Source: an optimization exercise on an open RTL-to-GDS flow (aim: small area and a short achievable clock period). Production flows keep margins and buffers that such runs may drop.
In this exercise RTL edits were held to simulation tests only and were not proved equivalent to the original.
Power is estimated from default activity; no workload was simulated.

==> design/flow/design.v <==
`default_nettype none
package frameReadoutPkg;
	localparam int NumChan = 5;
	localparam int FrameWords = 18;
	localparam int AdrWidth = 5;
	localparam int ChanWidth = 3;
	localparam int DataWidth = 8;
	localparam int RingA = 16;
	localparam int RingB = 2;
	localparam int SlotWidth = 8;
	localparam logic [SlotWidth-1:0] SlotFirst = 8'd199;  
	localparam logic [SlotWidth-1:0] SlotLast = 8'd166;   
	localparam logic [SlotWidth-1:0] WinFirst = 8'd192;   
	localparam logic [SlotWidth-1:0] CapLast = 8'd240;    
	localparam logic [SlotWidth-1:0] FwdLast = 8'd238;    
	localparam logic [AdrWidth-1:0] WordLast = AdrWidth'(FrameWords - 1);
endpackage
`default_nettype wire
`timescale 1ns/1ns
`default_nettype none
module strobeSync (
	input logic clk,
	input logic rst,
	input logic [frameReadoutPkg::NumChan-1:0] strobe,
	input logic [frameReadoutPkg::NumChan-1:0] grant,
	output logic [frameReadoutPkg::NumChan-1:0] pending
);
	logic [frameReadoutPkg::NumChan-1:0] syncA;
	logic [frameReadoutPkg::NumChan-1:0] syncB;
	logic [frameReadoutPkg::NumChan-1:0] strobePrev;
	logic [frameReadoutPkg::NumChan-1:0] rise;
	assign rise = syncB & ~strobePrev;
	always_ff @(posedge clk or negedge rst) begin
		if (!rst) begin
			syncA <= '0;
			syncB <= '0;
			strobePrev <= '0;
			pending <= '0;
		end else begin
			syncA <= strobe;
			syncB <= syncA;
			strobePrev <= syncB;  
			pending <= (pending & ~grant) | rise;
		end
	end
endmodule
`default_nettype wire
`timescale 1ns/1ns
`default_nettype none
module readSequencer (
	input logic clk,
	input logic rst,
	input logic [frameReadoutPkg::NumChan-1:0] pending,
	output logic [frameReadoutPkg::NumChan-1:0] grant,
	output logic busy,
	output logic [frameReadoutPkg::SlotWidth-1:0] slotCnt,
	output logic [frameReadoutPkg::AdrWidth-1:0] wordCnt,
	output logic [frameReadoutPkg::NumChan-1:0] chanSel
);
	logic reading;
	logic [frameReadoutPkg::NumChan-1:0] lowest;
	logic slotEnd;
	assign lowest = pending & (~pending + 1'b1);
	assign grant = reading ? '0 : lowest;  
	assign busy = reading;
	assign slotEnd = (slotCnt == frameReadoutPkg::SlotLast);
	always_ff @(posedge clk or negedge rst) begin
		if (!rst) begin
			reading <= 1'b0;
		end else if (!reading) begin
			reading <= |pending;
		end else if (slotEnd && (wordCnt == frameReadoutPkg::WordLast)) begin
			reading <= 1'b0;  
		end
	end
	always_ff @(posedge clk) begin
		if (!reading) begin
			slotCnt <= frameReadoutPkg::SlotFirst;
			wordCnt <= '0;
			chanSel <= lowest;
		end else if (slotEnd) begin
			slotCnt <= frameReadoutPkg::SlotFirst;
			wordCnt <= wordCnt + 1'b1;
		end else begin
			slotCnt <= slotCnt + 1'b1;
		end
	end
endmodule
`default_nettype wire
`timescale 1ns/1ns
`default_nettype none
module frameBuffer (
	input logic clk,
	input logic wrEn,
	input logic [frameReadoutPkg::ChanWidth-1:0] wrChan,
	input logic [frameReadoutPkg::AdrWidth-1:0] wrAdr,
	input logic [frameReadoutPkg::DataWidth-1:0] wrData,
	input logic [frameReadoutPkg::NumChan-1:0] rdChan,  
	input logic [frameReadoutPkg::AdrWidth-1:0] rdAdr,
	input logic [frameReadoutPkg::SlotWidth-1:0] slotCnt,
	output logic [frameReadoutPkg::DataWidth-1:0] byteOut
);
	localparam int NC = frameReadoutPkg::NumChan;
	localparam int DW = frameReadoutPkg::DataWidth;
	localparam int RA = frameReadoutPkg::RingA;
	localparam int RB = frameReadoutPkg::RingB;
	logic [DW-1:0] ringA [NC][RA];
	logic [DW-1:0] ringB [NC][RB];
	logic [3:0] phase;
	logic [NC-1:0] wrSel;
	logic [NC-1:0] wrSelN;
	logic [3:0] posHi;
	logic [3:0] posHiN;
	logic [3:0] posLo;
	logic [3:0] posLoN;
	logic [RB-1:0] posB;
	logic [RB-1:0] posBN;
	logic [DW-1:0] wrByte;
	logic [DW-1:0] wrByteN;
	logic fwdHit;
	logic [DW-1:0] dataReg;
	logic adrOk;
	logic [NC-1:0] chanDec;
	logic [3:0] placeA;
	logic [3:0] hiNext;
	logic [3:0] loNext;
	logic [RB-1:0] bNext;
	logic fwdWin;
	logic capWin;
	logic matchA;
	logic matchB;
	logic [DW-1:0] tapByte;
	logic [DW-1:0] ring0 [NC][RA+RB];  
	logic [DW-1:0] ringD [NC][RA+RB];
	assign adrOk = ~wrAdr[4] | (wrAdr[3:1] == 3'd0);
	always_comb begin
		for (int c = 0; c < NC; c++) begin
			chanDec[c] = (wrChan == frameReadoutPkg::ChanWidth'(c));
		end
	end
	assign placeA = phase - wrAdr[3:0];
	always_comb begin
		for (int i = 0; i < 4; i++) begin
			hiNext[i] = ~wrAdr[4] && (placeA[3:2] == 2'(i));
			loNext[i] = (placeA[1:0] == 2'(i));
		end
		for (int q = 0; q < RB; q++) begin
			bNext[q] = wrAdr[4] && ((wrAdr[0] ^ phase[0]) == 1'(q));
		end
	end
	assign fwdWin = (slotCnt >= frameReadoutPkg::WinFirst) && (slotCnt <= frameReadoutPkg::FwdLast);
	assign capWin = (slotCnt >= frameReadoutPkg::WinFirst) && (slotCnt <= frameReadoutPkg::CapLast);
	always_ff @(posedge clk) begin
		phase <= phase + 1'b1;
		wrSel <= chanDec & {NC{wrEn & adrOk}};
		wrSelN <= ~(chanDec & {NC{wrEn & adrOk}});
		posHi <= hiNext;
		posHiN <= ~hiNext;
		posLo <= loNext;
		posLoN <= ~loNext;
		posB <= bNext;
		posBN <= ~bNext;
		wrByte <= wrData;
		wrByteN <= ~wrData;
		fwdHit <= wrEn && fwdWin && ((chanDec & rdChan) != '0) && (wrAdr == rdAdr);
	end
	always_comb begin
		for (int c = 0; c < NC; c++) begin
			for (int p = 0; p < RA; p++) begin
				ring0[c][p] = ringA[c][p];
			end
			for (int q = 0; q < RB; q++) begin
				ring0[c][RA + q] = ringB[c][q];
			end
		end
	end
	for (genvar c = 0; c < NC; c++) begin : g_chan
		for (genvar p = 0; p < RA + RB; p++) begin : g_place
			logic hit;
			logic miss;
			logic [DW-1:0] prev;
			logic [DW-1:0] wr;
			if (p < RA) begin : g_a
				assign hit = ~(wrSelN[c] | posHiN[p / 4] | posLoN[p % 4]);
				assign miss = ~(wrSel[c] & posHi[p / 4] & posLo[p % 4]);
				assign prev = ring0[c][(p + RA - 1) % RA];
			end else begin : g_b
				assign hit = ~(wrSelN[c] | posBN[p - RA]);
				assign miss = ~(wrSel[c] & posB[p - RA]);
				assign prev = ring0[c][RA + ((p - RA) ^ 1)];
			end
			assign wr = (p % 2 == 1) ? wrByte : wrByteN;
			assign ringD[c][p] = ~((prev | {DW{hit}}) & ({DW{miss}} | wr));
		end
	end
	always_ff @(posedge clk) begin
		for (int c = 0; c < NC; c++) begin
			for (int p = 0; p < RA; p++) begin
				ringA[c][p] <= ringD[c][p];
			end
			for (int q = 0; q < RB; q++) begin
				ringB[c][q] <= ringD[c][RA + q];
			end
		end
	end
	assign matchA = capWin && ~rdAdr[4] && (rdAdr[3:0] == phase);
	assign matchB = capWin && rdAdr[4] && (rdAdr[0] == phase[0]);
	always_comb begin
		tapByte = '0;
		for (int c = 0; c < NC; c++) begin
			tapByte = tapByte | (ringA[c][14] & {DW{rdChan[c] & matchA}})
				| (ringB[c][0] & {DW{rdChan[c] & matchB}});
		end
	end
	always_ff @(posedge clk) begin
		if (fwdHit) begin
			dataReg <= wrByte;
		end else if (matchA || matchB) begin
			dataReg <= tapByte;
		end
	end
	assign byteOut = dataReg;
endmodule
`default_nettype wire
`timescale 1ns/1ns
`default_nettype none
module uartTx (
	input logic clk,
	input logic rst,
	input logic reading,
	input logic [frameReadoutPkg::SlotWidth-1:0] slotCnt,
	input logic [frameReadoutPkg::DataWidth-1:0] byteIn,
	output logic txd
);
	logic [3:0] bitNo;
	logic txdLow;  
	assign bitNo = slotCnt[7:4];
	always_ff @(posedge clk or negedge rst) begin
		if (!rst) begin
			txdLow <= 1'b0;  
		end else if (!reading) begin
			txdLow <= 1'b0;
		end else if (bitNo[3]) begin
			txdLow <= (bitNo == 4'd15);
		end else begin
			txdLow <= ~byteIn[bitNo[2:0]];  
		end
	end
	assign txd = ~txdLow;
endmodule
`default_nettype wire
`timescale 1ns/1ns
`default_nettype none
module frameReadout (
	input logic clk,
	input logic rst,
	input logic [frameReadoutPkg::NumChan-1:0] strobe,
	input logic wrEn,
	input logic [frameReadoutPkg::ChanWidth-1:0] wrChan,
	input logic [frameReadoutPkg::AdrWidth-1:0] wrAdr,
	input logic [frameReadoutPkg::DataWidth-1:0] wrData,
	output logic txd,
	output logic busy
);
	logic [frameReadoutPkg::NumChan-1:0] pending;
	logic [frameReadoutPkg::NumChan-1:0] grant;
	logic [frameReadoutPkg::DataWidth-1:0] byteOut;
	logic [frameReadoutPkg::SlotWidth-1:0] slotCnt;
	logic [frameReadoutPkg::AdrWidth-1:0] wordCnt;
	logic [frameReadoutPkg::NumChan-1:0] chanSel;
	strobeSync i_strobeSync (
		.clk(clk),
		.rst(rst),
		.strobe(strobe),
		.grant(grant),
		.pending(pending)
	);
	readSequencer i_readSequencer (
		.clk(clk),
		.rst(rst),
		.pending(pending),
		.grant(grant),
		.busy(busy),
		.slotCnt(slotCnt),
		.wordCnt(wordCnt),
		.chanSel(chanSel)
	);
	frameBuffer i_frameBuffer (
		.clk(clk),
		.wrEn(wrEn),
		.wrChan(wrChan),
		.wrAdr(wrAdr),
		.wrData(wrData),
		.rdChan(chanSel),
		.rdAdr(wordCnt),
		.slotCnt(slotCnt),
		.byteOut(byteOut)
	);
	uartTx i_uartTx (
		.clk(clk),
		.rst(rst),
		.reading(busy),
		.slotCnt(slotCnt),
		.byteIn(byteOut),
		.txd(txd)
	);
endmodule
`default_nettype wire
==> design/flow/run.sh <==
#!/bin/bash
# synth_recipe.tcl (not shown) runs the flow's synth.tcl, then flattens the netlist and writes it again
# the make line also repeats each setting of config.mk as NAME=value (left out here)
make -C /OpenROAD-flow-scripts/flow DESIGN_CONFIG=/design/flow/config.mk WORK_HOME=/design/flow/orfs CLKGATE_MAP_FILE= SYNTH_SCRIPT=/design/flow/synth_recipe.tcl finish
==> design/flow/config.mk <==
export PLATFORM = sky130hd
export DESIGN_NAME = frameReadout
export DESIGN_NICKNAME = frameReadout
export VERILOG_FILES = /design/flow/design.v
export SDC_FILE = /design/flow/constraint.sdc
export NUM_CORES = 4
export LEC_CHECK = 0
export CAP_MARGIN = 20
export CORE_MARGIN = 2
export CORE_UTILIZATION = 40
export CTS_BUF_LIST = sky130_fd_sc_hd__clkbuf_8 sky130_fd_sc_hd__clkbuf_16
export CTS_CLUSTER_DIAMETER = 60
export CTS_CLUSTER_SIZE = 20
export SETUP_SLACK_MARGIN = 2.8
export SLEW_MARGIN = 20
==> design/flow/constraint.sdc <==
create_clock -name core_clock -period 5.0 [get_ports {clk}]
set_input_delay 1.0000 -clock core_clock [delete_from_list [all_inputs] [get_ports {clk}]]
set_output_delay 1.0000 -clock core_clock [all_outputs]
set_load 0.01 [all_outputs]
==> results of run 1 <==
==> layout make-up <==
cell class                      count  area [sq um]  area share (%)
Sequential cell                   819         16700            62.7
Multi-Input combinational cell   1121          6970            26.2
Clock buffer                       52          1270            4.77
Tap cell                          782           978            3.68
Timing Repair Buffer               43           382            1.44
Clock inverter                     19           165           0.621
Inverter                           34           144           0.541
==> registers in the layout, indices dropped and copies added, names as in the netlist, 2 cells and up <==
signal and count:
i_readSequencer.wordCnt 5, i_frameBuffer.ringA 640, i_frameBuffer.ringB 80, i_readSequencer.slotCnt 8, i_frameBuffer.posLoN 4, i_frameBuffer.posBN 2
i_frameBuffer.dataReg 8, i_frameBuffer.wrByteN 8, i_strobeSync.syncB 5, i_frameBuffer.posLo 4, i_readSequencer.chanSel 5, i_frameBuffer.wrSelN 5
i_strobeSync.strobePrev 5, i_frameBuffer.posHiN 4, i_strobeSync.syncA 5, i_strobeSync.pending 5, i_frameBuffer.wrSel 5, i_frameBuffer.wrByte 8
i_frameBuffer.phase 4, i_frameBuffer.posHi 4, i_frameBuffer.posB 2
==> layout by cell type, fill, tap and decap left out, types with 14 or more instances in the layout <==
| cell | instances |
|---|---|
| clkdlybuf4s50_1 | 21 |
| clkbuf_16 | 49 |
| nand3_1 | 99 |
| o22ai_1 | 721 |
| dfrtp_1 | 21 |
| a21oi_1 | 17 |
| xnor2_1 | 14 |
| dfxtp_1 | 764 |
| nor3_1 | 81 |
| a22oi_1 | 17 |
| buf_4 | 18 |
| inv_1 | 39 |
| a222oi_1 | 16 |
| nand2_1 | 39 |
| nor2_1 | 29 |
==> power by group <==
| part | internal (W) | switching [W] | total, W |
|---|---|---|---|
| Sequential | 0.00705 | 0.000403 | 0.00745 |
| Clock | 0.00193 | 0.00210 | 0.00403 |
| Combinational | 0.000332 | 0.000445 | 0.000776 |
| Total | 0.00932 | 0.00294 | 0.0123 |
==> metrics by stage <==
stage | util [%] | power, W | worst slack [ps] | hold slack, ps | instances
after global routing | 44.2 | 0.0127 | 2800 | 362 | 2870
after floorplan | - | 0.00794 | 2640 | 331 | 2126
final | 44.2 | 0.0123 | 2840 | 352 | 2870
after detailed placement | 41.8 | 0.00833 | 1770 | 338 | 2797
after global placement | 41.8 | 0.00830 | 1830 | 336 | 2797
after CTS | 44.2 | 0.0123 | 2710 | 355 | 2869
==> cells in the mapped netlist (all sizes together), types with 4 or more instances <==
cell type | count | area share (%)
nand2 | 39 | 0.60
a222oi | 16 | 0.66
xor2 | 10 | 0.36
o22ai | 721 | 19
edfxtp | 13 | 1.6
nor2 | 29 | 0.45
nor2b | 10 | 0.26
dfxtp | 784 | 65
nand3 | 99 | 2.0
a21oi | 17 | 0.35
inv | 33 | 0.51
nand2b | 5 | 0.13
nor3 | 81 | 1.7
buf | 23 | 0.37
clkbuf | 129 | 2.0
nand4 | 4 | 0.10
xnor2 | 14 | 0.51
a22oi | 17 | 0.53
ha | 9 | 0.46
o21ai | 8 | 0.16
nor3b | 4 | 0.12
dfrtp | 22 | 2.3
==> repair_timing <==
item / 4_1_cts / 5_1_grt
gates resized for setup: 13 / 8
pin swaps: 0 / 4
setup endpoints to repair: 10 / 12
setup buffers: 1 / 1
==> worst max-delay path by stage <==
stage                                      endpoint  slack, ps  cells after the start                               from
global route                                   busy       2800                      1  i_readSequencer.reading$_DFF_PN0_
finish                                         busy       2840                      1  i_readSequencer.reading$_DFF_PN0_
detailed placement  i_frameBuffer.posHiN[0]$_DFF_P_       1770                      7                           wrAdr[1]
global placement    i_frameBuffer.posHiN[0]$_DFF_P_       1830                      7                           wrAdr[1]
floorplan           i_frameBuffer.posHiN[0]$_DFF_P_       2640                      7                           wrAdr[1]
CTS                                            busy       2710                      1  i_readSequencer.reading$_DFF_PN0_
==> metal layers <==
layer	wire length [microns]	vias to the layer above	part of all wire (%)
met5	0	-	0
met4	2670	0	3.7
met3	6430	199	8.9
met2	32000	904	44
met1	31200	8797	43
li1	-	8051	-
==> cells by family (layout without fill, tap and decap cells) <==
group                    after synthesis  after routing
flip-flops                           819            819
adder cells (fa/ha/maj)               10             10
AO/OA/AOI/OAI                        795            795
buffers and inverters                186            148
multiplexers                           4              4
AND/OR/NAND/NOR                      288            288
XOR/XNOR                              24             24
==> out/qor.txt, run 1 <==
Outcome = no timing/DRC/antenna violations
Pin count of the biggest net entering global routing = 47
Worst Setup End Kind = output port
Delay-heaviest family, CP = flip-flops
Clock Root Buffer = clkbuf_16
Max VDD drop = 0.269 mV
Tightest Pin Transition = 1220 ps
Vias in the first global route = 17643
Clock sinks = 819
Cells on worst reg2reg path = 5
CTS buffer count = 49
Bufs and invs on worst path = 1
Final hold viol count = 0
CP Launch Type = flop
Yosys warning total = 8
Leakage = 9.88 nW
Tmin final = 2160 ps
Worst R2R Setup Slack = 2920 ps
Nets@finish = 2102
# setup viols final = 0
Ports = 26
Hold Startpoint = i_strobeSync.syncA[0]$_DFF_PN0_
Die ar. = 62700 sq um
DR WL/cell = 25.2 microns
CTS tree = built
Die Wd = 250 microns
Crit path max fanout = 2
Largest stage delay on the critical path = 420 ps
Initial drt markers = 2076
Crit Reg-Reg Startpoint = i_readSequencer.slotCnt[0]$_SDFF_PP1_
CTS Buffer Depth = 3
Ys flop type = dfxtp_1
First-pass GRT wire length = 110 mm
Yosys reg bits = 819
Synth Area in XOR/XNOR = 0.866%
Gr ovfl total = 0
DP Area = 25100 sq um
Pins Over Slew Limit = 0
Final period util = 43.3%
CP Class = flop to output port
Die Y = 250 microns
Worst Skew = 21.5 ps
Port-buffer cells = 25
Worst min path class = flop to flop
Vias per cell = 6.25
Drt first pass iters = 6
Gpl congestion = 0.816
Initial antenna violation count = 0
GRT met3 Usage = 4.45%
# rows = 90
Fin area = 26600 sq um
EDFF count, synth = 13
Worst path cell trace = buf_2
Main combinational cell family by area after synthesis = compound AO/OA/AOI/OAI gates
Simple-Gate Fraction of Synth Area = 5.90%
RSZ-0062 raised after global routing = yes
CTS clk-pin slew, worst paths = 70 ps
Layer with the highest usage = met2
Synth Instances = 2126
Htree depth = 2
DR DRC count = 0
Pwr Density = 461 nW/um^2
Worst-Skew Late Latency = 610 ps
Initial core utilization = 40.4%
HPWL after DPL = 39.8 mm
Global Route met1 Usage = 31.3%
Syn Std Cell Area = 24300 sq um
Syn_area_per_cell = 11.4 sq um
Mux cell area share after synthesis = 0.278%
Hold_buf cts = 0
Achievable clock frequency = 462 MHz
TNS Setup = 0 ps
Seq/Total Area, Yosys = 68.6%
Filler Cell Count = 5552
CP Data Required Time = 4000 ps
Total Wirelength = 72.4 mm
Share of layout cells above drive strength 1 = 5.94%
Antenna fix cells = 0
Core ar. = 60100 sq um
Max_slew headroom = 18.6%
P&R area growth vs syn = 9.53%
GRT Resource Usage Total = 22.7%
Synth Area in Compound Gates = 21.0%
Async SR Flop Fraction = 2.69%
GR Layer Usage met2 = 35.2%
RR Endpoint = i_frameBuffer.dataReg[6]$_DFFE_PP_
Syn nets = 2160
WHS Path Cells = 0
Synth cell types = 50
Post-Synth Adder-Cell Area = 0.547%
Worst path slowest cell = dfrtp_2
Worst Hold End = i_strobeSync.syncB[0]$_DFF_PN0_
Via count = 17951
Arr. time, crit path = 1160 ps
ANT nets after route = 0
Max-cap viol count = 0
==> run 2, diff against run 1 <==
--- a/design/flow/config.mk
+++ b/design/flow/config.mk
@@ -7,7 +7,7 @@
 export LEC_CHECK = 0
 export CAP_MARGIN = 20
 export CORE_MARGIN = 2
-export CORE_UTILIZATION = 40
+export CORE_UTILIZATION = 60
 export CTS_BUF_LIST = sky130_fd_sc_hd__clkbuf_8 sky130_fd_sc_hd__clkbuf_16
 export CTS_CLUSTER_DIAMETER = 60
 export CTS_CLUSTER_SIZE = 20
==> out/qor.txt, run 2 <==
Drt first pass iters = 8
Hold_buf cts = 0
Largest Register = i_frameBuffer.ringA
RSZ-0062 raised after global routing = yes
Delay-heaviest family, CP = flip-flops
Commonest non-fill, non-tap cell in the layout = dfxtp_1
Achievable clock frequency = 468 MHz
CTS Buffer Depth = 3
Post-placement setup slack = 1760 ps
Filler Cell Count = 3095
Crit path max fanout = 2
EDFF count, synth = 13
Nets@finish = 2100
# setup viols final = 0
GRT Resource Usage Total = 33.7%
Top-count cell post-synth = dfxtp_1
RR Endpoint = i_frameBuffer.dataReg[1]$_DFFE_PP_
Crit path depth = 1
Area of the multi-input gates = 6960 sq um
Final hold viol count = 0
Yosys warning total = 8
Die Y = 205 microns
Total Wirelength = 71.4 mm
Tot Pwr = 0.0123 W
Register Area = 16700 sq um
Final period util = 42.7%
# rows = 73
Worst min path class = flop to flop
First element of the critical path = i_readSequencer.reading$_DFF_PN0_
Synth top cells by count = dfxtp_1 (784), o22ai_1 (721), clkbuf_1 (128)
Post-route setup slack = 2860 ps
Synth Instances = 2126
Tightest Pin Transition = 1210 ps
Finished Core Util = 65.9%
Synth cell types = 50
ANT nets after route = 0
Outcome = no timing/DRC/antenna violations
Worst Skew = 31.7 ps
Worst R2R Setup Slack = 2900 ps
Worst Setup End Kind = output port
P&R area growth vs syn = 8.06%
Syn Std Cell Area = 24300 sq um
Antenna fix cells = 0
Top Registers = i_frameBuffer.ringA: 640 flops, i_frameBuffer.ringB: 80 flops
Vias per cell = 6.78
Seq/Total Area, Yosys = 68.6%
Initial drt markers = 1943
Clock Root Buffer = clkbuf_16
Pwr Density = 468 nW/um^2
Syn_area_per_cell = 11.4 sq um
Pins Over Slew Limit = 0
Syn nets = 2160
Initial antenna violation count = 0
Worst path slowest cell = dfrtp_2
Gr ovfl total = 0
Max-cap viol count = 0
Initial core utilization = 60.9%
Die Wd = 205 microns
Port-buffer cells = 25
Cells on worst reg2reg path = 5
CP Launch Type = flop
Worst-Skew Late Latency = 620 ps
Async SR Flop Fraction = 2.69%
Share of layout cells above drive strength 1 = 5.85%
Yosys reg bits = 819
Crit path to = busy
CTS buffer count = 49
HPWL after DPL = 37.3 mm
Vias in the first global route = 17149
First-pass GRT wire length = 106 mm
Crit Reg-Reg Startpoint = i_readSequencer.slotCnt[0]$_SDFF_PP1_
Core ar. = 39800 sq um
Synth top area cells = dfxtp_1 (65%), o22ai_1 (19%), dfrtp_1 (2.3%)
CP Data Required Time = 4000 ps
Pin count of the biggest net entering global routing = 47
Ys flop type = dfxtp_1
Largest stage delay on the critical path = 420 ps
Bufs and invs on worst path = 1
DR DRC count = 0
CP Class = flop to output port
Max FFs per register = 640
Max_slew headroom = 19.1%
Leakage = 9.88 nW
TNS Setup = 0 ps
Tmin final = 2140 ps
Htree depth = 2
Clock sinks = 819
Ports = 26
Worst path cell trace = buf_6
Top cell type's share of synthesized area = 64.7%
CTS tree = built
Via count = 17684
CTS clk-pin slew, worst paths = 80 ps
Die ar. = 42100 sq um
Arr. time, crit path = 1140 ps
DR WL/cell = 27.3 microns
Max VDD drop = 0.346 mV
Most frequent cells in the layout = dfxtp_1 (759), o22ai_1 (721), nand3_1 (99)
Gpl congestion = 0.866
Biggest area consumer among synthesized cells = dfxtp_1
## run 2: routing by layer
metal | share of wire (%) | global-route usage, % | wire length, microns | up-vias
li1 | - | - | - | 8045
met1 | 42 | 46.9 | 29900 | 8533
met2 | 45 | 52.4 | 32100 | 923
met3 | 9.5 | 6.24 | 6810 | 183
met4 | 3.7 | 13.5 | 2630 | 0
met5 | 0 | 0 | 0 | -
## run 2: cell type report
class,count,share of cell area (%)
clock inverters,19,0.639
flip-flops and latches,819,63.6
clock buffers,51,4.78
well taps,525,2.50
inverters,34,0.549
multi-input cells,1121,26.5
repair buffers,41,1.39
## run 2: logic make-up (layout without fill, tap and decap cells)
logic type | after synthesis | in the layout | synth area share, %
compound gates | 795 | 795 | 21.0
xor+xnor | 24 | 24 | 0.866
fa+ha+maj | 10 | 10 | 0.547
buf+inv | 186 | 145 | 2.89
flops | 819 | 819 | 68.6
mux | 4 | 4 | 0.278
simple gates | 288 | 288 | 5.90
## run 2: through the flow
step	instance area, sq um	hold WS (ps)	instances
CTS	26200	357	2608
floorplan	24300	331	2126
global placement	24800	334	2537
detailed placement	24800	339	2537
global route	26200	360	2610
finish	26200	352	2610
## run 2: timing repair
item / in CTS / in global routing
resized for setup: 15 / 2
pin swaps: 1 / 1
setup endpoints to repair: 10 / 11
gates cloned: 0 / 0
buffers inserted: 1 / 2
## run 2: how the worst min path moves through the flow
| stage | start | endpoint | cells past startpoint |
|---|---|---|---|
| after detailed placement | i_strobeSync.syncA[4]$_DFF_PN0_ | i_strobeSync.syncB[4]$_DFF_PN0_ | 0 |
| final | i_strobeSync.syncA[4]$_DFF_PN0_ | i_strobeSync.syncB[4]$_DFF_PN0_ | 0 |
| after global routing | i_strobeSync.syncA[4]$_DFF_PN0_ | i_strobeSync.syncB[4]$_DFF_PN0_ | 0 |
| after floorplan | i_strobeSync.syncA[0]$_DFF_PN0_ | i_strobeSync.syncB[0]$_DFF_PN0_ | 0 |
| after global placement | i_strobeSync.syncA[4]$_DFF_PN0_ | i_strobeSync.syncB[4]$_DFF_PN0_ | 0 |
| after CTS | i_strobeSync.syncA[4]$_DFF_PN0_ | i_strobeSync.syncB[4]$_DFF_PN0_ | 0 |
## run 2: report_power, final
group	internal, W	total, W	leakage (nW)	switching, W
sequential	0.00705	0.00745	6.95	0.000397
clock	0.00192	0.00403	0.732	0.00211
combinational	0.000334	0.000782	2.19	0.000448
==> run 3, diff against run 2 <==
--- a/design/flow/config.mk
+++ b/design/flow/config.mk
@@ -7,9 +7,9 @@
 export LEC_CHECK = 0
 export CAP_MARGIN = 20
 export CORE_MARGIN = 2
-export CORE_UTILIZATION = 60
+export CORE_UTILIZATION = 40
 export CTS_BUF_LIST = sky130_fd_sc_hd__clkbuf_8 sky130_fd_sc_hd__clkbuf_16
 export CTS_CLUSTER_DIAMETER = 60
 export CTS_CLUSTER_SIZE = 20
-export SETUP_SLACK_MARGIN = 2.8
+export SETUP_SLACK_MARGIN = 3.0
 export SLEW_MARGIN = 20
==> out/qor.txt, run 3 <==
Gpl congestion = 0.819
Core ar. = 60100 sq um
Top-count cell post-synth = dfxtp_1
Clock Root Buffer = clkbuf_16
Pins Over Slew Limit = 0
Via count = 18027
Htree depth = 2
Async SR Flop Fraction = 2.69%
Top sig layer = met4
Largest Register = i_frameBuffer.ringA
Nets@finish = 2108
ANT nets after route = 0
Yosys reg bits = 819
Worst path slowest cell = dfrtp_2
Top cell type's share of synthesized area = 64.7%
WL met3 = 6.21 mm
Pin count of the biggest net entering global routing = 47
Max FFs per register = 640
Gr ovfl total = 0
Simple-Gate Fraction of Synth Area = 5.90%
CP Data Required Time = 4000 ps
Filler Cell Count = 5573
Die Y = 250 microns
Largest stage delay on the critical path = 420 ps
CP Launch Type = flop
Initial drt markers = 2092
Leakage = 9.94 nW
EDFF count, synth = 13
Syn nets = 2160
Synth cell types = 50
CTS buffer count = 49
Worst Skew = 25.8 ps
Initial antenna violation count = 0
Die ar. = 62700 sq um
Synth top area cells = dfxtp_1 (65%), o22ai_1 (19%), dfrtp_1 (2.3%)
Pwr Density = 460 nW/um^2
Worst path cell trace = buf_6
DP Area = 25100 sq um
Achievable clock frequency = 466 MHz
Routed metal-1 wire length = 31.5 mm
Outcome = no timing/DRC/antenna violations
DR WL/cell = 25.2 microns
Max-cap viol count = 0
Initial core utilization = 40.4%
Final hold viol count = 0
Commonest non-fill, non-tap cell in the layout = dfxtp_1
CTS clk-pin slew, worst paths = 70 ps
Port-buffer cells = 25
# rows = 90
Area of the multi-input gates = 7040 sq um
Bufs and invs on worst path = 1
Synth Area in XOR/XNOR = 0.866%
Delay-heaviest family, CP = flip-flops
Fin area = 26700 sq um
Share of layout cells above drive strength 1 = 7.16%
Max VDD drop = 0.256 mV
Vias per cell = 6.27
Vias in the first global route = 17775
P&R area growth vs syn = 10.2%
Ports = 26
Max_slew headroom = 7.63%
Total Wirelength = 72.5 mm
TNS Setup = 0 ps
Clock sinks = 819
DR DRC count = 0
Register Area = 16700 sq um
Syn_area_per_cell = 11.4 sq um
Tightest Pin Transition = 1380 ps
Drt first pass iters = 8
Synth Instances = 2126
CTS Buffer Depth = 3
Tot Pwr = 0.0123 W
Top Registers = i_frameBuffer.ringA: 640 flops, i_frameBuffer.ringB: 80 flops
Worst-Skew Late Latency = 620 ps
Ys flop type = dfxtp_1
# setup viols final = 0
GRT Resource Usage Total = 22.6%
Synth Area in Compound Gates = 21.0%
Main combinational cell family by area after synthesis = compound AO/OA/AOI/OAI gates
RSZ-0062 raised after global routing = yes
CP Class = flop to output port
First-pass GRT wire length = 109 mm
Worst min path class = flop to flop
Routed length on met2 = 32.5 mm
Finished Core Util = 44.5%
Worst Setup End Kind = output port
Most frequent cells in the layout = dfxtp_1 (758), o22ai_1 (721), nand3_1 (99)
Yosys warning total = 8
Arr. time, crit path = 1140 ps
Final period util = 42.9%
Post-Synth Adder-Cell Area = 0.547%
Seq/Total Area, Yosys = 68.6%
Biggest area consumer among synthesized cells = dfxtp_1
Die Wd = 250 microns
Tmin final = 2140 ps
HPWL after DPL = 39.1 mm
Syn Std Cell Area = 24300 sq um
Mux cell area share after synthesis = 0.278%
Crit path max fanout = 2
CTS tree = built
Synth top cells by count = dfxtp_1 (784), o22ai_1 (721), clkbuf_1 (128)
Antenna fix cells = 0
[run 3: layout make-up]
type,count,share of cell area (%)
sequential,819,62.4
multi-input combinational,1121,26.3
clock buffer,53,4.88
tap,782,3.66
timing repair buffer,49,1.67
inverter,34,0.538
clock inverter,18,0.510
[run 3: stage by stage]
step	hold WS (ps)	std cells	setup WS, ps
after global placement	337	2796	1830
after floorplan	331	2126	2640
final	349	2876	2860
after detailed placement	338	2796	1790
after global routing	359	2876	2830
after CTS	350	2870	2820
[run 3: routing by layer]
layer | GRT usage [%] | vias to the layer above
met4 | 8.54 | 0
met2 | 35.4 | 908
met1 | 31.4 | 8879
met3 | 3.69 | 193
met5 | 0 | -
li1 | - | 8047
[run 3: cells by family after synthesis]
kind of cell,after synthesis
mux,4
fa+ha+maj,10
compound gates,795
simple gates,288
xor+xnor,24
buf+inv,186
flops,819
[run 3: final timing paths]
kind	to	startpoint	cells past startpoint	slack [ps]
max in group asynchronous	i_readSequencer.reading$_DFF_PN0_	rst	1	3470
max	busy	i_readSequencer.reading$_DFF_PN0_	1	2860
min reg2reg	i_strobeSync.syncB[2]$_DFF_PN0_	i_strobeSync.syncA[2]$_DFF_PN0_	0	350
max reg2reg	i_frameBuffer.ringA[52][1]$_DFF_P_	i_frameBuffer.posHiN[1]$_DFF_P_	2	2970
min in group asynchronous	i_strobeSync.syncB[2]$_DFF_PN0_	rst	1	910
min	i_strobeSync.syncB[2]$_DFF_PN0_	i_strobeSync.syncA[2]$_DFF_PN0_	0	350
[run 3: timing repair]
| item | in CTS | in global routing |
|---|---|---|
| cloned | 0 | 0 |
| setup endpoints to repair | 22 | 146 |
| hold buffers | 0 | 0 |
| setup buffers | 3 | 6 |
| pin swaps | 2 | 3 |
| resized for setup | 20 | 25 |
[run 3: report_power, final]
group	switching, W	internal [W]
Clock	0.00212	0.00193
Sequential	0.000398	0.00705
Combinational	0.000461	0.000336
==> run 4, diff against run 3 <==
==> design/flow/flow/run.sh (new file) <==
#!/bin/bash
# Standard layout, logged.
set -o pipefail
bash standard.sh > standard.log 2>&1
==> design/flow/standard.sh (new file) <==
#!/bin/bash
# synth_recipe.tcl (not shown) runs the flow's synth.tcl, then flattens the netlist and writes it again
# the make line also repeats each setting of config.mk as NAME=value (left out here)
make -C /OpenROAD-flow-scripts/flow DESIGN_CONFIG=/design/flow/config.mk WORK_HOME=/design/flow/orfs CLKGATE_MAP_FILE= SYNTH_SCRIPT=/design/flow/synth_recipe.tcl "${@:-finish}"
--- a/design/flow/config.mk
+++ b/design/flow/config.mk
@@ -11,5 +11,5 @@
 export CTS_BUF_LIST = sky130_fd_sc_hd__clkbuf_8 sky130_fd_sc_hd__clkbuf_16
 export CTS_CLUSTER_DIAMETER = 60
 export CTS_CLUSTER_SIZE = 20
-export SETUP_SLACK_MARGIN = 3.0
+export SETUP_SLACK_MARGIN = 2.8
 export SLEW_MARGIN = 20
removed: design/flow/run.sh
==> out/qor.txt, run 4 <==
Outcome = no timing/DRC/antenna violations
Worst-Skew Late Latency = 610 ps
Die ar. = 62700 sq um
Seq/Total Area, Yosys = 68.6%
CTS buffer count = 49
Max-cap viol count = 0
Pwr Density = 461 nW/um^2
Clock Root Buffer = clkbuf_16
Leakage = 9.88 nW
Worst path cell trace = buf_2
First-pass GRT wire length = 110 mm
Htree depth = 2
TNS Setup = 0 ps
Ports = 26
Max_slew headroom = 18.6%
Finished Core Util = 44.2%
Filler Cell Count = 5552
Synth top area cells = dfxtp_1 (65%), o22ai_1 (19%), dfrtp_1 (2.3%)
Crit path depth = 1
Clock sinks = 819
# setup viols final = 0
Ys flop type = dfxtp_1
Bufs and invs on worst path = 1
Area of the multi-input gates = 6970 sq um
Cells on worst reg2reg path = 5
Tightest Pin Transition = 1220 ps
Syn nets = 2160
CTS tree = built
Top Registers = i_frameBuffer.ringA: 640 flops, i_frameBuffer.ringB: 80 flops
Delay-heaviest family, CP = flip-flops
P&R area growth vs syn = 9.53%
CP Class = flop to output port
Vias in the first global route = 17643
Syn Std Cell Area = 24300 sq um
Worst Skew = 21.5 ps
Synth top cells by count = dfxtp_1 (784), o22ai_1 (721), clkbuf_1 (128)
CTS clk-pin slew, worst paths = 70 ps
Achievable clock frequency = 462 MHz
Async SR Flop Fraction = 2.69%
First element of the critical path = i_readSequencer.reading$_DFF_PN0_
Yosys warning total = 8
Largest Register = i_frameBuffer.ringA
CTS Buffer Depth = 3
Clock share of power = 32.9%
Die Y = 250 microns
Crit path to = busy
CP Launch Type = flop
Worst min path class = flop to flop
Worst R2R Setup Slack = 2920 ps
Yosys reg bits = 819
Register Area = 16700 sq um
Final hold viol count = 0
Worst Setup End Kind = output port
Fin area = 26600 sq um
Worst path slowest cell = dfrtp_2
Max FFs per register = 640
Top-count cell post-synth = dfxtp_1
Antenna fix cells = 0
RSZ-0062 raised after global routing = yes
Initial core utilization = 40.4%
Synth cell types = 50
Die Wd = 250 microns
Most frequent cells in the layout = dfxtp_1 (764), o22ai_1 (721), nand3_1 (99)
Vias per cell = 6.25
Biggest area consumer among synthesized cells = dfxtp_1
Max VDD drop = 0.269 mV
Initial drt markers = 2076
Syn_area_per_cell = 11.4 sq um
HPWL after DPL = 39.8 mm
Core ar. = 60100 sq um
Synth Instances = 2126
Crit Reg-Reg Startpoint = i_readSequencer.slotCnt[0]$_SDFF_PP1_
Pins Over Slew Limit = 0
Initial antenna violation count = 0
ANT nets after route = 0
Tmin final = 2160 ps
Commonest non-fill, non-tap cell in the layout = dfxtp_1
Drt first pass iters = 6
P_sw = 0.00294 W
Top cell type's share of synthesized area = 64.7%
Gr ovfl total = 0
Crit path max fanout = 2
DR DRC count = 0
Sw Share = 24.0%
Nets@finish = 2102
Via count = 17951
Final period util = 43.3%
Tot Pwr = 0.0123 W
Share of layout cells above drive strength 1 = 5.94%
Pin count of the biggest net entering global routing = 47
Fraction of power consumed by sequential logic = 60.8%
Total Wirelength = 72.4 mm
RR Endpoint = i_frameBuffer.dataReg[6]$_DFFE_PP_
Power share of the combinational group = 6.3%
# rows = 90
Gpl congestion = 0.816
Largest stage delay on the critical path = 420 ps
Port-buffer cells = 25
DP Area = 25100 sq um
Arr. time, crit path = 1160 ps
CP Data Required Time = 4000 ps
EDFF count, synth = 13
GRT Resource Usage Total = 22.7%
P_int = 0.00932 W
DR WL/cell = 25.2 microns
-- run 4: per-stage QoR --
step	cells	setup WS (ps)	hold WS (ps)
global placement	2797	1830	336
global route	2870	2800	362
detailed placement	2797	1770	338
finish	2870	2840	352
floorplan	2126	2640	331
CTS	2869	2710	355
-- run 4: worst min-delay path by stage --
stage	from	endpoint	slack [ps]	cells past startpoint
floorplan	i_strobeSync.syncA[0]$_DFF_PN0_	i_strobeSync.syncB[0]$_DFF_PN0_	330	0
global placement	i_strobeSync.syncA[4]$_DFF_PN0_	i_strobeSync.syncB[4]$_DFF_PN0_	340	0
detailed placement	i_strobeSync.syncA[0]$_DFF_PN0_	i_strobeSync.syncB[0]$_DFF_PN0_	340	0
CTS	i_strobeSync.syncA[0]$_DFF_PN0_	i_strobeSync.syncB[0]$_DFF_PN0_	350	0
global route	i_strobeSync.syncA[4]$_DFF_PN0_	i_strobeSync.syncB[4]$_DFF_PN0_	360	0
finish	i_strobeSync.syncA[0]$_DFF_PN0_	i_strobeSync.syncB[0]$_DFF_PN0_	350	0
-- run 4: layout make-up --
class / count / share of cell area (%)
Timing Repair Buffer: 43 / 1.44
Inverter: 34 / 0.541
Sequential cell: 819 / 62.7
Multi-Input combinational cell: 1121 / 26.2
Clock inverter: 19 / 0.621
Tap cell: 782 / 3.68
Clock buffer: 52 / 4.77
-- run 4: kinds of logic (layout without fill, tap and decap cells) --
family	after synthesis	count (layout)	synth area share, %
adder cells (fa/ha/maj)	10	10	0.547
multiplexers	4	4	0.278
AO/OA/AOI/OAI	795	795	21.0
AND/OR/NAND/NOR	288	288	5.90
XOR/XNOR	24	24	0.866
buffers and inverters	186	148	2.89
flip-flops	819	819	68.6
-- run 4: repair_timing --
item	4_1_cts	5_1_grt
setup buffers	1	1
hold buffers	0	0
pin swaps	0	4
setup endpoints to repair	10	12
gates resized for setup	13	8
-- run 4: routing by layer --
metal  track usage, %  vias up  share of wire [%]
met5                0        -                  0
met4             8.79        0                3.7
met3             4.45      199                8.9
met2             35.2      904                 44
met1             31.3     8797                 43
li1                 -     8051                  -
-- run 4: power groups by stage --
stage               Clock (W)  Sequential, W  Combinational, W
floorplan                   0        0.00733          0.000615
global placement            0        0.00758          0.000719
detailed placement          0        0.00759          0.000745
CTS                   0.00410        0.00744          0.000747
global route          0.00435        0.00749          0.000848
finish                0.00403        0.00745          0.000776
==> run 5, diff against run 4 <==
==> design/flow/run.sh (new file) <==
#!/bin/bash
# synth_recipe.tcl (not shown) runs the flow's synth.tcl, then flattens the netlist and writes it again
# the make line also repeats each setting of config.mk as NAME=value (left out here)
make -C /OpenROAD-flow-scripts/flow DESIGN_CONFIG=/design/flow/config.mk WORK_HOME=/design/flow/orfs CLKGATE_MAP_FILE= SYNTH_SCRIPT=/design/flow/synth_recipe.tcl finish
--- a/design/flow/config.mk
+++ b/design/flow/config.mk
@@ -8,8 +8,8 @@
 export CAP_MARGIN = 20
 export CORE_MARGIN = 2
 export CORE_UTILIZATION = 40
-export CTS_BUF_LIST = sky130_fd_sc_hd__clkbuf_8 sky130_fd_sc_hd__clkbuf_16
-export CTS_CLUSTER_DIAMETER = 60
-export CTS_CLUSTER_SIZE = 20
+export CTS_BUF_LIST = sky130_fd_sc_hd__clkbuf_8
+export CTS_CLUSTER_DIAMETER = 50
+export CTS_CLUSTER_SIZE = 15
 export SETUP_SLACK_MARGIN = 2.8
 export SLEW_MARGIN = 20
removed: design/flow/flow/run.sh
removed: design/flow/standard.sh
==> out/qor.txt, run 5 <==
Outcome = no timing/DRC/antenna violations
HPWL after DPL = 39.8 mm
Final hold viol count = 0
Vias per cell = 6.24
Share of layout cells above drive strength 1 = 6.60%
Seq/Total Area, Yosys = 68.6%
Core ar. = 60100 sq um
Clock sinks = 819
Biggest area consumer among synthesized cells = dfxtp_1
Async SR Flop Fraction = 2.69%
Worst Skew = 25.9 ps
Top cell type's share of synthesized area = 64.7%
Nets@finish = 2119
Yosys reg bits = 819
Crit path max fanout = 2
Crit path depth = 1
Die ar. = 62700 sq um
Largest Register = i_frameBuffer.ringA
Filler Cell Count = 5612
Cells on worst reg2reg path = 4
Top-count cell post-synth = dfxtp_1
Tmin final = 2220 ps
Worst min path class = flop to flop
ANT nets after route = 0
Die Wd = 250 microns
Max FFs per register = 640
CTS Buffer Depth = 3
Delay-heaviest family, CP = flip-flops
Largest stage delay on the critical path = 430 ps
Port-buffer cells = 25
Yosys warning total = 8
Pwr Density = 445 nW/um^2
Syn_area_per_cell = 11.4 sq um
Area of the multi-input gates = 6960 sq um
First element of the critical path = i_readSequencer.reading$_DFF_PN0_
# rows = 90
Pins Over Slew Limit = 0
EDFF count, synth = 13
DP Area = 25100 sq um
Synth cell types = 50
Leakage = 9.77 nW
Worst path cell trace = buf_6
Synth top area cells = dfxtp_1 (65%), o22ai_1 (19%), dfrtp_1 (2.3%)
RSZ-0062 raised after global routing = yes
Drt first pass iters = 6
Achievable clock frequency = 451 MHz
Pin count of the biggest net entering global routing = 47
Hold_buf cts = 0
Crit Reg-Reg Startpoint = i_readSequencer.chanSel[0]$_DFFE_PN_
Hold Startpoint = i_strobeSync.syncA[2]$_DFF_PN0_
Htree depth = 3
Initial drt markers = 2054
Commonest non-fill, non-tap cell in the layout = dfxtp_1
Worst path slowest cell = dfrtp_2
WHS Path Cells = 0
Clock Root Buffer = clkbuf_8
Total Wirelength = 72.8 mm
Via count = 18031
DR WL/cell = 25.2 microns
Bufs and invs on worst path = 1
CTS tree = built
Synth top cells by count = dfxtp_1 (784), o22ai_1 (721), clkbuf_1 (128)
Tot Pwr = 0.0117 W
Max VDD drop = 0.211 mV
CTS clk-pin slew, worst paths = 90 ps
Fin area = 26300 sq um
Max-cap viol count = 0
Ys flop type = dfxtp_1
Initial antenna violation count = 1
Top Registers = i_frameBuffer.ringA: 640 flops, i_frameBuffer.ringB: 80 flops
Ports = 26
Worst Setup End Kind = output port
Most frequent cells in the layout = dfxtp_1 (764), o22ai_1 (721), nand3_1 (99)
Register Area = 16700 sq um
Initial core utilization = 40.4%
GRT Resource Usage Total = 22.8%
Final period util = 44.3%
P&R area growth vs syn = 8.25%
Vias in the first global route = 17790
CP Data Required Time = 4000 ps
CTS buffer count = 66
Synth Instances = 2126
Syn nets = 2160
Arr. time, crit path = 1220 ps
CP Class = flop to output port
Syn Std Cell Area = 24300 sq um
Gr ovfl total = 0
Max_slew headroom = 17.4%
Tightest Pin Transition = 1240 ps
Gpl congestion = 0.816
# setup viols final = 0
CP Launch Type = flop
Worst Hold End = i_strobeSync.syncB[2]$_DFF_PN0_
Worst R2R Setup Slack = 2920 ps
First-pass GRT wire length = 110 mm
Die Y = 250 microns
Worst-Skew Late Latency = 670 ps
RR Endpoint = i_frameBuffer.dataReg[6]$_DFFE_PP_
DR DRC count = 0
TNS Setup = 0 ps
run 5: cell counts after synthesis:
Identical to the previous run, type by type.
run 5: cell families after synthesis:
kind of cell	count (synthesis)	synth area share, %
AOI/OAI and AO/OA	795	21.0
xor gates and xnor gates	24	0.866
adders and majority gates	10	0.547
buffers and inverters	186	2.89
DFF	819	68.6
muxes	4	0.278
and+or+nand+nor	288	5.90
run 5: worst max-delay path by stage:
stage                                                  to  slack, ps
final                                                busy       2780
after CTS                                            busy       2730
after floorplan           i_frameBuffer.posHiN[0]$_DFF_P_       2640
after global routing                                 busy       2720
after detailed placement  i_frameBuffer.posHiN[0]$_DFF_P_       1770
after global placement    i_frameBuffer.posHiN[0]$_DFF_P_       1830
run 5: stage by stage:
step                utilization, %  setup slack, ps  std cells  hold slack (ps)
floorplan                        -             2640       2126              331
global placement              41.8             1830       2797              336
detailed placement            41.8             1770       2797              338
CTS                           43.6             2730       2887              358
global route                  43.7             2720       2889              366
finish                        43.7             2780       2889              354
run 5: final cells by class:
class / count / share of cell area (%)
antenna: 1 / 0.00953
tap: 782 / 3.72
inverter: 34 / 0.548
clock inverter: 14 / 0.362
multi-input combinational: 1121 / 26.5
sequential: 819 / 63.5
clock buffer: 75 / 3.93
timing repair buffer: 43 / 1.45
run 5: routing by layer:
| metal | part of all wire, % | track usage (%) |
|---|---|---|
| met2 | 44 | 35.4 |
| met3 | 8.8 | 4.77 |
| met5 | 0 | 0 |
| met1 | 43 | 31.3 |
| met4 | 3.6 | 8.85 |
run 5: what timing repair did:
| action | in CTS | in global routing |
|---|---|---|
| resized for setup | 13 | 5 |
| setup endpoints to repair | 10 | 13 |
| gates cloned | 0 | 0 |
| pin swaps | 0 | 2 |
| setup buffers | 1 | 1 |
run 5: report_power, final:
group / total (W) / internal (W) / switching, W / leakage [nW]
clock network: 0.00346 / 0.00141 / 0.00205 / 0.613
logic: 0.000776 / 0.000331 / 0.000445 / 2.20
registers: 0.00745 / 0.00705 / 0.000404 / 6.95
==> run 6, diff against run 5 <==
--- a/design/flow/config.mk
+++ b/design/flow/config.mk
@@ -8,8 +8,8 @@
 export CAP_MARGIN = 20
 export CORE_MARGIN = 2
 export CORE_UTILIZATION = 40
-export CTS_BUF_LIST = sky130_fd_sc_hd__clkbuf_8
-export CTS_CLUSTER_DIAMETER = 50
-export CTS_CLUSTER_SIZE = 15
+export CTS_BUF_LIST = sky130_fd_sc_hd__clkbuf_16
+export CTS_CLUSTER_DIAMETER = 80
+export CTS_CLUSTER_SIZE = 30
 export SETUP_SLACK_MARGIN = 2.8
 export SLEW_MARGIN = 20
==> out/qor.txt, run 6 <==
Syn nets = 2160
DR DRC count = 0
RSZ-0062 raised after global routing = no
Delay-heaviest family, CP = flip-flops
Worst Setup End Kind = output port
Htree depth = 2
Share of layout cells above drive strength 1 = 5.07%
DR WL/cell = 25.4 microns
Synth top area cells = dfxtp_1 (65%), o22ai_1 (19%), dfrtp_1 (2.3%)
First-pass GRT wire length = 109 mm
Pin count of the biggest net entering global routing = 47
Main combinational cell family by area after synthesis = compound AO/OA/AOI/OAI gates
TNS Setup = 0 ps
CTS Buffer Depth = 3
Gpl congestion = 0.816
Arr. time, crit path = 1140 ps
Achievable clock frequency = 466 MHz
Syn Std Cell Area = 24300 sq um
Pwr Density = 445 nW/um^2
Worst Skew = 21.9 ps
Gr ovfl total = 0
Die Wd = 250 microns
Synth top cells by count = dfxtp_1 (784), o22ai_1 (721), clkbuf_1 (128)
Mux cell area share after synthesis = 0.278%
Synth cell types = 50
Total Wirelength = 72.3 mm
ANT nets after route = 0
CTS clk-pin slew, worst paths = 110 ps
Hold Startpoint = i_strobeSync.syncA[4]$_DFF_PN0_
Core ar. = 60100 sq um
Pins Over Slew Limit = 0
Initial core utilization = 40.4%
Max FFs per register = 640
Tmin final = 2140 ps
WHS Path Cells = 0
Initial antenna violation count = 0
Crit path max fanout = 2
Largest Register = i_frameBuffer.ringA
CP Data Required Time = 4000 ps
GRT Resource Usage Total = 22.5%
Top cell type's share of synthesized area = 64.7%
Worst Hold End = i_strobeSync.syncB[4]$_DFF_PN0_
Yosys reg bits = 819
# rows = 90
Most frequent cells in the layout = dfxtp_1 (764), o22ai_1 (721), nand3_1 (99)
Nets@finish = 2087
Die Y = 250 microns
Worst path cell trace = clkbuf_2
Post-placement setup slack = 1770 ps
CTS tree = built
Largest stage delay on the critical path = 430 ps
Syn_area_per_cell = 11.4 sq um
Commonest non-fill, non-tap cell in the layout = dfxtp_1
Biggest area consumer among synthesized cells = dfxtp_1
EDFF count, synth = 13
Worst R2R Setup Slack = 2910 ps
Die ar. = 62700 sq um
Synth Instances = 2126
Post-route setup slack = 2860 ps
Worst-Skew Late Latency = 600 ps
Vias in the first global route = 17442
Clock Root Buffer = clkbuf_16
Via count = 17749
Hold_buf cts = 0
Tightest Pin Transition = 1180 ps
Port-buffer cells = 25
Max VDD drop = 0.258 mV
CP Launch Type = flop
Crit Reg-Reg Startpoint = i_readSequencer.slotCnt[0]$_SDFF_PP1_
Antenna fix cells = 0
Outcome = no timing/DRC/antenna violations
Synth Area in XOR/XNOR = 0.866%
Final period util = 42.9%
Max_slew headroom = 21.0%
Async SR Flop Fraction = 2.69%
HPWL after DPL = 39.8 mm
Yosys warning total = 8
Worst path slowest cell = dfrtp_2
Ports = 26
Drt first pass iters = 10
CTS buffer count = 34
Initial drt markers = 2112
Ys flop type = dfxtp_1
Top-count cell post-synth = dfxtp_1
P&R area growth vs syn = 7.94%
Leakage = 9.69 nW
Final hold viol count = 0
Vias per cell = 6.23
Post-Synth Adder-Cell Area = 0.547%
Max-cap viol count = 0
Cells on worst reg2reg path = 5
RR Endpoint = i_frameBuffer.dataReg[5]$_DFFE_PP_
CP Class = flop to output port
Simple-Gate Fraction of Synth Area = 5.90%
Final Instance Count excl. Fillers = 2851
Clock sinks = 819
Bufs and invs on worst path = 1
Synth Area in Compound Gates = 21.0%
Dpl cells = 2797
Top Registers = i_frameBuffer.ringA: 640 flops, i_frameBuffer.ringB: 80 flops
Worst min path class = flop to flop
# setup viols final = 0
Seq/Total Area, Yosys = 68.6%
## run 6: cell counts after synthesis
Identical to the previous run, type by type.
## run 6: layout make-up
| class | instances | area (sq um) |
|---|---|---|
| flip-flops and latches | 819 | 16700 |
| clock inverters | 15 | 118 |
| repair buffers | 43 | 384 |
| clock buffers | 37 | 926 |
| well taps | 782 | 978 |
| fillers | 5579 | 33900 |
| inverters | 34 | 144 |
| multi-input cells | 1121 | 6970 |
## run 6: how the worst max path moves through the flow
stage,start,to,slack (ps),depth (start not counted)
4_1_cts,i_readSequencer.reading$_DFF_PN0_,busy,2720,1
5_1_grt,i_uartTx.txdLow$_DFF_PN0_,txd,2810,2
6_report,i_readSequencer.reading$_DFF_PN0_,busy,2860,1
2_1_floorplan,wrAdr[1],i_frameBuffer.posHiN[0]$_DFF_P_,2640,7
3_3_place_gp,wrAdr[1],i_frameBuffer.posHiN[0]$_DFF_P_,1830,7
3_5_place_dp,wrAdr[1],i_frameBuffer.posHiN[0]$_DFF_P_,1770,7
## run 6: report_power, final
| part | leakage [nW] | switching (W) | total (W) | internal [W] |
|---|---|---|---|---|
| Clock | 0.529 | 0.00199 | 0.00341 | 0.00142 |
| Sequential | 6.95 | 0.000404 | 0.00746 | 0.00705 |
| Combinational | 2.21 | 0.000447 | 0.000779 | 0.000332 |
| Total | 9.69 | 0.00284 | 0.0116 | 0.00880 |
## run 6: layer usage
layer,vias to the layer above,part of all wire [%],track usage (%)
li1,8015,-,-
met1,8727,44,31.3
met2,849,45,35.2
met3,158,8.5,3.80
met4,0,3.1,8.50
met5,-,0,0
## run 6: cells by family after synthesis
kind of cell | Yosys count
compound gates | 795
xor+xnor | 24
fa+ha+maj | 10
buf+inv | 186
flops | 819
mux | 4
simple gates | 288
## run 6: through the flow
| stage | utilization (%) | hold WS, ps | total power (W) | instance area, sq um |
|---|---|---|---|---|
| after floorplan | - | 331 | 0.00794 | 24300 |
| after CTS | 43.5 | 360 | 0.0116 | 26200 |
| after detailed placement | 41.8 | 338 | 0.00833 | 25100 |
| after global placement | 41.8 | 336 | 0.00830 | 25100 |
| after global routing | 43.6 | 358 | 0.0120 | 26200 |
| final | 43.6 | 358 | 0.0116 | 26200 |
## run 6: what timing repair did
item / CTS / global route
setup endpoints to repair: 10 / 17
resized for setup: 12 / 9
pin swaps: 0 / 4
setup buffers: 1 / 1
==> run 7, diff against run 6 <==
--- a/design/flow/config.mk
+++ b/design/flow/config.mk
@@ -11,5 +11,5 @@
 export CTS_BUF_LIST = sky130_fd_sc_hd__clkbuf_16
 export CTS_CLUSTER_DIAMETER = 80
 export CTS_CLUSTER_SIZE = 30
-export SETUP_SLACK_MARGIN = 2.8
+export SETUP_SLACK_MARGIN = 2.9
 export SLEW_MARGIN = 20
==> out/qor.txt, run 7 <==
Outcome = no timing/DRC/antenna violations
Max_slew headroom = 14.8%
Crit path max fanout = 2
Max-cap viol count = 0
Max VDD drop = 0.258 mV
Via count = 17725
EDFF count, synth = 13
HPWL after DPL = 39.5 mm
Worst Setup End Kind = output port
Achievable clock frequency = 470 MHz
Final hold viol count = 0
Syn_area_per_cell = 11.4 sq um
Commonest non-fill, non-tap cell in the layout = dfxtp_1
DR DRC count = 0
Synth top cells by count = dfxtp_1 (784), o22ai_1 (721), clkbuf_1 (128)
# rows = 90
Post-placement setup slack = 1810 ps
Seq/Total Area, Yosys = 68.6%
Vias in the first global route = 17551
Pins Over Slew Limit = 0
Hold Startpoint = i_strobeSync.syncA[4]$_DFF_PN0_
Top Registers = i_frameBuffer.ringA: 640 flops, i_frameBuffer.ringB: 80 flops
Yosys warning total = 8
Die Wd = 250 microns
Gpl congestion = 0.821
Yosys reg bits = 819
P&R area growth vs syn = 8.29%
Vias per cell = 6.22
CTS buffer count = 34
Finished Core Util = 43.7%
CP Launch Type = flop
Port-buffer cells = 25
Worst R2R Setup Slack = 2890 ps
GRT Resource Usage Total = 22.5%
Crit Reg-Reg Startpoint = i_frameBuffer.posHi[3]$_DFF_P_
Total Wirelength = 72.7 mm
Initial drt markers = 1902
CTS Buffer Depth = 3
CTS clk-pin slew, worst paths = 110 ps
Clock Root Buffer = clkbuf_16
DR WL/cell = 25.5 microns
Max FFs per register = 640
Die ar. = 62700 sq um
Antenna fix cells = 0
Synth cell types = 50
Bufs and invs on worst path = 1
Final period util = 42.6%
Initial core utilization = 40.4%
# setup viols final = 0
CP Data Required Time = 4000 ps
Worst-Skew Late Latency = 590 ps
TNS Setup = 0 ps
Delay-heaviest family, CP = flip-flops
Ports = 26
Clock sinks = 819
CP Class = flop to output port
Core ar. = 60100 sq um
First-pass GRT wire length = 109 mm
Htree depth = 2
Post-route setup slack = 2870 ps
WHS Path Cells = 0
Share of layout cells above drive strength 1 = 5.22%
Leakage = 9.72 nW
Most frequent cells in the layout = dfxtp_1 (763), o22ai_1 (721), nand3_1 (99)
Tmin final = 2130 ps
Tightest Pin Transition = 1280 ps
Arr. time, crit path = 1130 ps
Pwr Density = 449 nW/um^2
Top cell type's share of synthesized area = 64.7%
Worst min path class = flop to flop
Cells on worst reg2reg path = 2
Nets@finish = 2088
Initial antenna violation count = 0
RR Endpoint = i_frameBuffer.ringA[60][7]$_DFF_P_
ANT nets after route = 0
Hold_buf cts = 0
Syn nets = 2160
Die Y = 250 microns
Synth Instances = 2126
Worst path cell trace = buf_6
RSZ-0062 raised after global routing = yes
Largest Register = i_frameBuffer.ringA
Ys flop type = dfxtp_1
Biggest area consumer among synthesized cells = dfxtp_1
Worst Skew = 20.2 ps
Worst path slowest cell = dfrtp_2
Drt first pass iters = 7
Worst Hold End = i_strobeSync.syncB[4]$_DFF_PN0_
Synth top area cells = dfxtp_1 (65%), o22ai_1 (19%), dfrtp_1 (2.3%)
Pin count of the biggest net entering global routing = 47
CTS tree = built
Syn Std Cell Area = 24300 sq um
Gr ovfl total = 0
Async SR Flop Fraction = 2.69%
Largest stage delay on the critical path = 430 ps
Top-count cell post-synth = dfxtp_1
run 7: cell types whose count changed in the layout (fill, tap and decap cells not counted), sizes merged:
cell	before	now
clkinv	5	1
dlymetal6s2s	1	0
bufinv	1	4
buf	19	22
clkbuf	38	37
clkdlybuf4s15	1	0
dlygate4sd2	1	2
run 7: logic make-up (layout without fill, tap and decap cells):
kind of cell / count (synthesis) / count (layout) / share of synthesized area (%)
AO/OA/AOI/OAI: 795 / 795 / 21.0
XOR/XNOR: 24 / 24 / 0.866
adder cells (fa/ha/maj): 10 / 10 / 0.547
buffers and inverters: 186 / 129 / 2.89
flip-flops: 819 / 819 / 68.6
multiplexers: 4 / 4 / 0.278
AND/OR/NAND/NOR: 288 / 288 / 5.90
run 7: how the worst max path moves through the flow:
stage,endpoint,from,depth (start not counted)
detailed placement,i_frameBuffer.posHiN[1]$_DFF_P_,wrAdr[1],7
floorplan,i_frameBuffer.posHiN[0]$_DFF_P_,wrAdr[1],7
CTS,busy,i_readSequencer.reading$_DFF_PN0_,1
global route,txd,i_uartTx.txdLow$_DFF_PN0_,2
global placement,i_frameBuffer.posHiN[0]$_DFF_P_,wrAdr[1],7
finish,busy,i_readSequencer.reading$_DFF_PN0_,1
run 7: final cells by class:
type                       instances  area (sq um)
sequential                       819         16700
tap                              782           978
inverter                          34           144
fill                            5552         33900
multi-input combinational       1121          6980
clock inverter                    14           185
clock buffer                      37           926
timing repair buffer              44           382
run 7: metrics by stage:
step           total power (W)  area [sq um]  instances  hold slack, ps
2_1_floorplan          0.00794         24300       2126             331
3_3_place_gp           0.00831         25100       2797             336
3_5_place_dp           0.00834         25100       2797             335
4_1_cts                 0.0118         26300       2850             360
5_1_grt                 0.0122         26300       2851             368
6_report                0.0118         26300       2851             357
run 7: repair_timing:
item,in CTS,in global routing
pin swaps,3,1
setup endpoints to repair,19,28
setup buffers,2,1
endpoints found under the hold margin,0,0
resized for setup,19,7
run 7: metal layers:
layer  GRT usage [%]  up-vias  routed length (microns)
li1                -     7986                        -
met1            30.8     8671                    31400
met2            35.3      894                    32400
met3            4.18      174                     6420
met4            8.52        0                     2480
met5               0        -                        0
run 7: power by group:
group	switching [W]	internal, W
logic	0.000464	0.000335
clock network	0.00197	0.00157
registers	0.000404	0.00705
total	0.00284	0.00896
==> run 8, diff against run 7 <==
--- a/design/flow/config.mk
+++ b/design/flow/config.mk
@@ -11,5 +11,5 @@
 export CTS_BUF_LIST = sky130_fd_sc_hd__clkbuf_16
 export CTS_CLUSTER_DIAMETER = 80
 export CTS_CLUSTER_SIZE = 30
-export SETUP_SLACK_MARGIN = 2.9
+export SETUP_SLACK_MARGIN = 3.0
 export SLEW_MARGIN = 20
==> out/qor.txt, run 8 <==
Achievable clock frequency = 458 MHz
Worst path cell trace = buf_6
Synth Instances = 2126
Drt first pass iters = 6
Total Wirelength = 71.8 mm
Top cell type's share of synthesized area = 64.7%
First-pass GRT wire length = 108 mm
GRT Resource Usage Total = 22.2%
Final hold viol count = 0
Nets@finish = 2090
Worst-Skew Late Latency = 640 ps
Worst Skew = 23.0 ps
Clock share of power = 26.8%
Share of layout cells above drive strength 1 = 6.19%
Max VDD drop = 0.292 mV
CTS clk-pin slew, worst paths = 110 ps
Syn nets = 2160
Synth top cells by count = dfxtp_1 (784), o22ai_1 (721), clkbuf_1 (128)
Filler Cell Count = 5651
Max FFs per register = 640
Gr ovfl total = 0
TNS Setup = 0 ps
Largest stage delay on the critical path = 430 ps
Antenna fix cells = 0
Delay-heaviest family, CP = flip-flops
RSZ-0062 raised after global routing = yes
Pin count of the biggest net entering global routing = 47
Syn_area_per_cell = 11.4 sq um
Die Wd = 250 microns
CTS tree = built
Fraction of power consumed by sequential logic = 66.1%
GR Layer Usage met2 = 35.3%
Worst min path class = flop to flop
Power share of the combinational group = 7.1%
Layer with the highest usage = met2
CTS buffer count = 31
Yosys reg bits = 819
Initial antenna violation count = 0
ANT nets after route = 0
Clock sinks = 819
Yosys warning total = 8
Synth top area cells = dfxtp_1 (65%), o22ai_1 (19%), dfrtp_1 (2.3%)
Core ar. = 60100 sq um
Htree depth = 1
P_sw = 0.00275 W
Global Route met1 Usage = 31.5%
P_int = 0.00853 W
Gpl congestion = 0.819
# setup viols final = 0
Top Registers = i_frameBuffer.ringA: 640 flops, i_frameBuffer.ringB: 80 flops
Syn Std Cell Area = 24300 sq um
Port-buffer cells = 25
Bufs and invs on worst path = 1
Top-count cell post-synth = dfxtp_1
Max_slew headroom = 3.43%
Async SR Flop Fraction = 2.69%
CP Launch Type = flop
Initial drt markers = 2236
Die ar. = 62700 sq um
Finished Core Util = 43.5%
GRT met3 Usage = 3.00%
Vias per cell = 6.23
HPWL after DPL = 39.1 mm
CTS Buffer Depth = 3
Seq/Total Area, Yosys = 68.6%
Hold_buf cts = 0
Worst path slowest cell = dfrtp_2
Worst R2R Setup Slack = 2900 ps
Final period util = 43.7%
Leakage = 9.62 nW
CP Data Required Time = 4000 ps
Commonest non-fill, non-tap cell in the layout = dfxtp_1
Crit path max fanout = 2
# rows = 90
Biggest area consumer among synthesized cells = dfxtp_1
Worst Setup End Kind = output port
DR WL/cell = 25.2 microns
Outcome = no timing/DRC/antenna violations
Largest Register = i_frameBuffer.ringA
Most frequent cells in the layout = dfxtp_1 (756), o22ai_1 (721), nand3_1 (99)
Ys flop type = dfxtp_1
Sw Share = 24.4%
Die Y = 250 microns
Max-cap viol count = 0
Tmin final = 2180 ps
Pwr Density = 432 nW/um^2
Synth cell types = 50
Vias in the first global route = 17469
CP Class = flop to output port
Clock Root Buffer = clkbuf_16
Arr. time, crit path = 1180 ps
DR DRC count = 0
Via count = 17751
Pins Over Slew Limit = 0
P&R area growth vs syn = 7.69%
Ports = 26
Initial core utilization = 40.4%
Tightest Pin Transition = 1450 ps
EDFF count, synth = 13
-- run 8: changes by cell type in the layout (fill, tap and decap cells not counted), moves of 4 or more --
cell | previous run | this run
nor3_2 | 3 | 15
dfxtp_1 | 763 | 756
nor3_1 | 78 | 66
bufinv_16 | 4 | 0
dfxtp_2 | 14 | 20
clkbuf_16 | 37 | 31
-- run 8: metrics by stage --
| step | setup WS, ps | hold WS, ps | power (W) | cells | area, sq um |
|---|---|---|---|---|---|
| after floorplan | 2640 | 331 | 0.00794 | 2126 | 24300 |
| after global placement | 1830 | 337 | 0.00831 | 2796 | 25100 |
| after detailed placement | 1790 | 338 | 0.00833 | 2796 | 25100 |
| after CTS | 2780 | 365 | 0.0113 | 2843 | 26000 |
| after global routing | 2770 | 370 | 0.0117 | 2849 | 26100 |
| final | 2820 | 359 | 0.0113 | 2849 | 26100 |
-- run 8: final timing paths --
check,cells after the start,start,to
max in group asynchronous,1,rst,i_readSequencer.reading$_DFF_PN0_
max,1,i_readSequencer.reading$_DFF_PN0_,busy
min in group asynchronous,1,rst,i_strobeSync.syncB[2]$_DFF_PN0_
max reg2reg,2,i_frameBuffer.posHiN[1]$_DFF_P_,i_frameBuffer.ringA[7][1]$_DFF_P_
min reg2reg,0,i_strobeSync.syncA[1]$_DFF_PN0_,i_strobeSync.syncB[1]$_DFF_PN0_
min,0,i_strobeSync.syncA[1]$_DFF_PN0_,i_strobeSync.syncB[1]$_DFF_PN0_
-- run 8: final cells by class --
class                           instances  area, sq um  share of cell area, %
Sequential cell                       819        16700                   63.9
Multi-Input combinational cell       1121         7050                   27.0
Tap cell                              782          978                   3.74
Clock buffer                           31          776                   2.97
Timing Repair Buffer                   49          429                   1.64
Inverter                               34          144                  0.551
Clock inverter                         13         63.8                  0.244
-- run 8: cells by family after synthesis --
family / after synthesis / synth area share [%]
muxes: 4 / 0.278
buffers and inverters: 186 / 2.89
adders and majority gates: 10 / 0.547
AOI/OAI and AO/OA: 795 / 21.0
DFF: 819 / 68.6
xor gates and xnor gates: 24 / 0.866
and+or+nand+nor: 288 / 5.90
-- run 8: what timing repair did --
item | in CTS | in global routing
pin swaps | 3 | 4
endpoints found under the hold margin | 0 | 0
endpoints found under the setup margin | 25 | 154
resized for setup | 20 | 29
setup buffers | 3 | 6
gates cloned | 0 | 0
-- run 8: power groups by stage --
stage	registers, W	clock network (W)	logic, W
after global routing	0.00749	0.00330	0.000868
after floorplan	0.00733	0	0.000616
after detailed placement	0.00758	0	0.000756
after global placement	0.00758	0	0.000730
final	0.00745	0.00303	0.000801
after CTS	0.00743	0.00307	0.000776
-- run 8: worst reg2reg max path, stage by stage (launching register included) --
cell and delay, ps:
dfxtp_1 1290, nor3_1 430, o22ai_1 310
-- run 8: routing by layer --
metal | part of all wire [%] | vias to the layer above
met2 | 45 | 899
met4 | 2.5 | 0
met3 | 9.1 | 142
li1 | - | 8005
met5 | 0 | -
met1 | 43 | 8705

port drivers added, routing unchanged:
How much do the figures lean on ideal ports? The routed layouts below were timed once more, with nothing changed but the port constraints.
Step 1: set_driving_cell puts a clkbuf_16 on clk and a buf_2 on each other input, an assumption about the parent block.
Step 2 also shifts input and output timing later by t, the mid clock arrival at the registers, as if the neighbouring blocks saw the same clock.
Slacks: no drivers / after step 1 / after step 2; pairs: no drivers / after step 1.
run	t, ns	setup slack, ns
run 1	0.661	2.835 / 2.776 / 2.245
run 2	0.665	2.864 / 2.805 / 2.259
run 3	0.667	2.856 / 2.793 / 2.421
run 4	0.661	2.835 / 2.776 / 2.245
run 5	0.719	2.784 / 2.726 / 2.169
run 6	0.645	2.856 / 2.798 / 2.277
run 7	0.633	2.870 / 2.815 / 2.346
run 8	0.687	2.816 / 2.755 / 2.378
After both steps setup and hold are still met in every run listed.
